Context: an optimization exercise on an open-source flow, tuned for small area. The choices shown serve that exercise and are no tape-out recipe. Function was checked by simulation only, so behaviour that the tests miss may differ from the original. The flow treats the clock pin as an ideal source. Dropping or thinning the clock tree relies on that and would not hold on a real chip. Power figures rest on the tool's default switching activity, not on a simulated workload.

==> flow/design.v (excerpt) <==
module sky (
	input wire logic clock,
	input wire logic reset,
	input wire logic update_req,
	output logic update_ack,
	input wire logic draw_req,
	output logic draw_ack,
	output logic pixel_req,
	input wire logic pixel_ack,
	output logic [7:0] x,
	output logic [6:0] y,
	output logic [2:0] color
);
For scale: ~460 cells after synthesis, ~180 flip-flops, about 26 I/O pins, ~0.0051 sq mm of cells after synthesis.
==> module sky, before the edit <==
module sky (
	input wire logic clock,
	input wire logic reset,
	input wire logic update_req,
	output logic update_ack,
	input wire logic draw_req,
	output logic draw_ack,
	output logic pixel_req,
	input wire logic pixel_ack,
	output logic [7:0] x,
	output logic [6:0] y,
	output logic [2:0] color
);
	localparam int ROWS = 28;
	logic [11:0] lfsr;
	logic [4:0] ring [ROWS];
	logic clearing;
	logic [4:0] age_out;
	logic [3:1] accepted;
	logic [1:0] write_age;
	logic drawing;
	logic scan_done;
	logic [4:0] column;
	logic [4:0] row;
	logic [3:0] subpixel;
	logic meatball;
	logic next_meatball;
	logic accept;
	logic painter_idle;
	logic take;
	logic pixel_done;
	logic cell_done;
	logic [4:0] next_column;
	logic [4:0] next_row;
	logic write;
	logic clear;
	logic [4:0] write_value;
	assign scan_done = column[4:1] == 4'b1111;
	assign accept = update_req && !update_ack && !drawing;
	assign painter_idle = !pixel_req && !pixel_ack;
	assign take = drawing && !scan_done && painter_idle;
	assign pixel_done = pixel_req && pixel_ack;
	assign cell_done = pixel_done && subpixel == 4'd15;
	assign next_row = row == 5'(ROWS - 1) ? 5'd0 : row + 5'd1;
	assign next_column = row != 5'(ROWS - 1) ? column : column == 5'd29 ? 5'd0 : column + 5'd1;
	assign x = {column, subpixel[3:2]};
	assign y = {row, subpixel[1:0]};
	assign color = {3{meatball}};
	always_ff @(posedge clock) begin
		if (!reset) begin
			lfsr <= 12'hACE;
		end else begin
			lfsr <= {lfsr[10:0], lfsr[11] ^ lfsr[5] ^ lfsr[3] ^ lfsr[0]};
		end
	end
	always_ff @(posedge clock) begin
		if (!reset) begin
			update_ack <= 1'b0;
		end else if (accept) begin
			update_ack <= 1'b1;
		end else if (!update_req) begin
			update_ack <= 1'b0;
		end
	end
	always_ff @(posedge clock) begin
		clearing <= !reset || (clearing && !lfsr[0]);
	end
	always_ff @(posedge clock) begin
		accepted <= {accepted[2:1], accept};
	end
	always_ff @(posedge clock) begin
		if (!reset) begin
			age_out <= 5'(ROWS - 1);
		end else if (!accept) begin
			age_out <= age_out == 5'd0 ? 5'(ROWS - 1) : age_out - 5'd1;
		end
	end
	always_comb begin
		write = 1'b0;
		write_age = 2'd0;
		case (age_out[1:0])
			2'd0: begin
				write = accept;
				write_age = 2'd0;
			end
			2'd1: begin
				write = |accepted;
				write_age = accepted[1] ? 2'd1 : accepted[2] ? 2'd2 : 2'd3;
			end
			2'd2: begin
				write = accepted[1] && accepted[3];
				write_age = 2'd3;
			end
			default: begin
			end
		endcase
	end
	assign clear = !reset || clearing;
	assign write_value = clear ? 5'd0 : 5'(lfsr[7:0] >> write_age);
	always_ff @(posedge clock) begin
		ring[0] <= ring[ROWS - 1];
		for (int p = 1; p < ROWS; p++) begin
			if (p % 4 == 3 && (clear || (write && age_out[4:2] == 3'((ROWS - 1 - p) / 4)))) begin
				ring[p] <= write_value;
			end else begin
				ring[p] <= ring[p - 1];
			end
		end
	end
	always_ff @(posedge clock) begin
		if (age_out == row) begin
			next_meatball <= ring[0] == next_column + 5'd1;
		end
	end
	always_ff @(posedge clock) begin
		if (!reset) begin
			meatball <= 1'b0;
		end else if (accept) begin
			meatball <= lfsr[4:0] == 5'd1;
		end else if (cell_done) begin
			meatball <= next_meatball;
		end
	end
	always_ff @(posedge clock) begin
		if (!reset) begin
			drawing <= 1'b0;
			draw_ack <= 1'b0;
		end else if (!drawing) begin
			if (draw_req) begin
				drawing <= 1'b1;
			end
		end else if (draw_ack) begin
			if (!draw_req) begin
				draw_ack <= 1'b0;
				drawing <= 1'b0;
			end
		end else if (scan_done && painter_idle) begin
			draw_ack <= 1'b1;
		end
	end
	always_ff @(posedge clock) begin
		if (!drawing) begin
			column <= '0;
			row <= '0;
			subpixel <= '0;
		end else if (pixel_done) begin
			subpixel <= subpixel + 4'd1;
			if (subpixel == 4'd15) begin
				row <= next_row;
				column <= row == 5'(ROWS - 1) ? column + 5'd1 : column;
			end
		end
	end
	always_ff @(posedge clock) begin
		if (!reset) begin
			pixel_req <= 1'b0;
		end else if (take) begin
			pixel_req <= 1'b1;
		end else if (pixel_done) begin
			pixel_req <= 1'b0;
		end
	end
endmodule
Settings: LEC_CHECK=0, CAP_MARGIN=20, CORE_MARGIN=2, CORE_UTILIZATION=30, SLEW_MARGIN=20; clock period 8.0 ns.
standard.sh (not shown) runs the stock make flow with config.mk's settings and CLKGATE_MAP_FILE= SYNTH_SCRIPT=/design/flow/synth_recipe.tcl, a recipe that flattens the netlist after the stock synthesis.
==> flow/flow/run.sh <==
#!/bin/bash
# The standard layout (standard.sh) with three changes:
# - synthesis maps the logic with an area-oriented abc script (flow/area.abc)
#   instead of ORFS's speed script; everything else in synth_recipe.tcl,
#   including the flip-flop mapping, is unchanged;
# - clock tree synthesis is replaced by flow/own_cts.tcl (sourced as ORFS's
#   PRE_CTS_TCL hook): the clock port drives 4 clkbuf_1, each driving 5
#   clkbuf_4, each driving a group of 9 registers that are close together;
# - ports are buffered with the smallest buffer.
set -euo pipefail
here=$PWD
{
	cat <<TCL
proc abc {args} {
  set i [lsearch -exact \$args -script]
  lset args [expr {\$i + 1}] $here/flow/area.abc
  yosys abc {*}\$args
}
TCL
	cat synth_recipe.tcl
} > own_synth.tcl
sed "s#SYNTH_SCRIPT=$here/synth_recipe.tcl #SYNTH_SCRIPT=$here/own_synth.tcl #" standard.sh > own_standard.sh
grep -q "SYNTH_SCRIPT=$here/own_synth.tcl " own_standard.sh
export PRE_CTS_TCL=$here/flow/own_cts.tcl
export OWN_CTS_NET=clock
export OWN_CTS_BUF=sky130_fd_sc_hd__clkbuf_4
export OWN_CTS_LEAVES=20
export OWN_CTS_MID=sky130_fd_sc_hd__clkbuf_1
export OWN_CTS_MIDS=4
export BUFFER_PORTS_ARGS="-buffer_cell sky130_fd_sc_hd__buf_1"
bash own_standard.sh > standard.log 2>&1
Other scripts of this flow, unchanged in this note and not shown: flow/flow/area.abc, flow/flow/own_cts.tcl
Then changed:
--- a/flow/design.v
+++ b/flow/design.v
@@ -40,6 +40,5 @@
 	logic clearing;
 	logic [4:0] age_out;
-	logic [3:1] accepted;
-	logic [1:0] write_age;
+	logic write_late;
 	logic drawing;
 	logic scan_done;
@@ -87,42 +86,24 @@
 	end
 	always_ff @(posedge clock) begin
-		clearing <= !reset || (clearing && !lfsr[0]);
-	end
-	always_ff @(posedge clock) begin
-		accepted <= {accepted[2:1], accept};
+		clearing <= !reset;
 	end
 	always_ff @(posedge clock) begin
 		if (!reset) begin
 			age_out <= 5'(ROWS - 1);
-		end else if (!accept) begin
-			age_out <= age_out == 5'd0 ? 5'(ROWS - 1) : age_out - 5'd1;
+			write_late <= 1'b0;
+		end else begin
+			if (!accept) begin
+				age_out <= age_out == 5'd0 ? 5'(ROWS - 1) : age_out - 5'd1;
+			end
+			write_late <= accept && age_out[0];
 		end
 	end
-	always_comb begin
-		write = 1'b0;
-		write_age = 2'd0;
-		case (age_out[1:0])
-			2'd0: begin
-				write = accept;
-				write_age = 2'd0;
-			end
-			2'd1: begin
-				write = |accepted;
-				write_age = accepted[1] ? 2'd1 : accepted[2] ? 2'd2 : 2'd3;
-			end
-			2'd2: begin
-				write = accepted[1] && accepted[3];
-				write_age = 2'd3;
-			end
-			default: begin
-			end
-		endcase
-	end
+	assign write = (accept && !age_out[0]) || write_late;
 	assign clear = !reset || clearing;
-	assign write_value = clear ? 5'd0 : 5'(lfsr[7:0] >> write_age);
+	assign write_value = clear ? 5'd0 : write_late ? lfsr[5:1] : lfsr[4:0];
 	always_ff @(posedge clock) begin
 		ring[0] <= ring[ROWS - 1];
 		for (int p = 1; p < ROWS; p++) begin
-			if (p % 4 == 3 && (clear || (write && age_out[4:2] == 3'((ROWS - 1 - p) / 4)))) begin
+			if (p % 2 == 1 && (clear || (write && age_out[4:1] == 4'((ROWS - 1 - p) / 2)))) begin
 				ring[p] <= write_value;
 			end else begin
Area after synthesis goes up by about 3%; register-to-register slack gets better by 0.69 ns; total power goes down by about 3.5%; core utilization is about the same; setup slack gets better by 0.11 ns; final cell count goes up by about 8%; cell area goes up by 3.6%.
In every run of this note, the design's own scripts or RTL, not TritonCTS, make the clock network.

-- afterwards: timing with drivers on the ports --
The flow's constraints put no driver on any port. The routed layouts listed below were extracted and timed again, unchanged, in two steps.
Step 1 sets driving cells, clkbuf_16 on the clock port and buf_2 on the other inputs (assumed; they add their load-dependent delay and slew).
Step 2, shift: input delay + t, output delay - t, t = (earliest + latest rising clock arrival at the registers) / 2. This alone moves slack from input paths to output paths.
a / b / c = ideal / step 1 / step 2; a / b = the first two.
run	t, ns	setup WS [ns]	worst setup path after step 2	worst data-port slew with drivers (ns)	cell pins on the clock port's net
the first run	0.568	4.360 / 4.360 / 3.826	input to register	0.03	4
the second run	0.538	4.465 / 4.497 / 3.958	input to register	0.04	4
After both steps setup and hold are still met in every run listed. For the first run, which loses most, drivers alone change the setup slack by 0.000 ns; drivers and shift together by -0.534 ns.
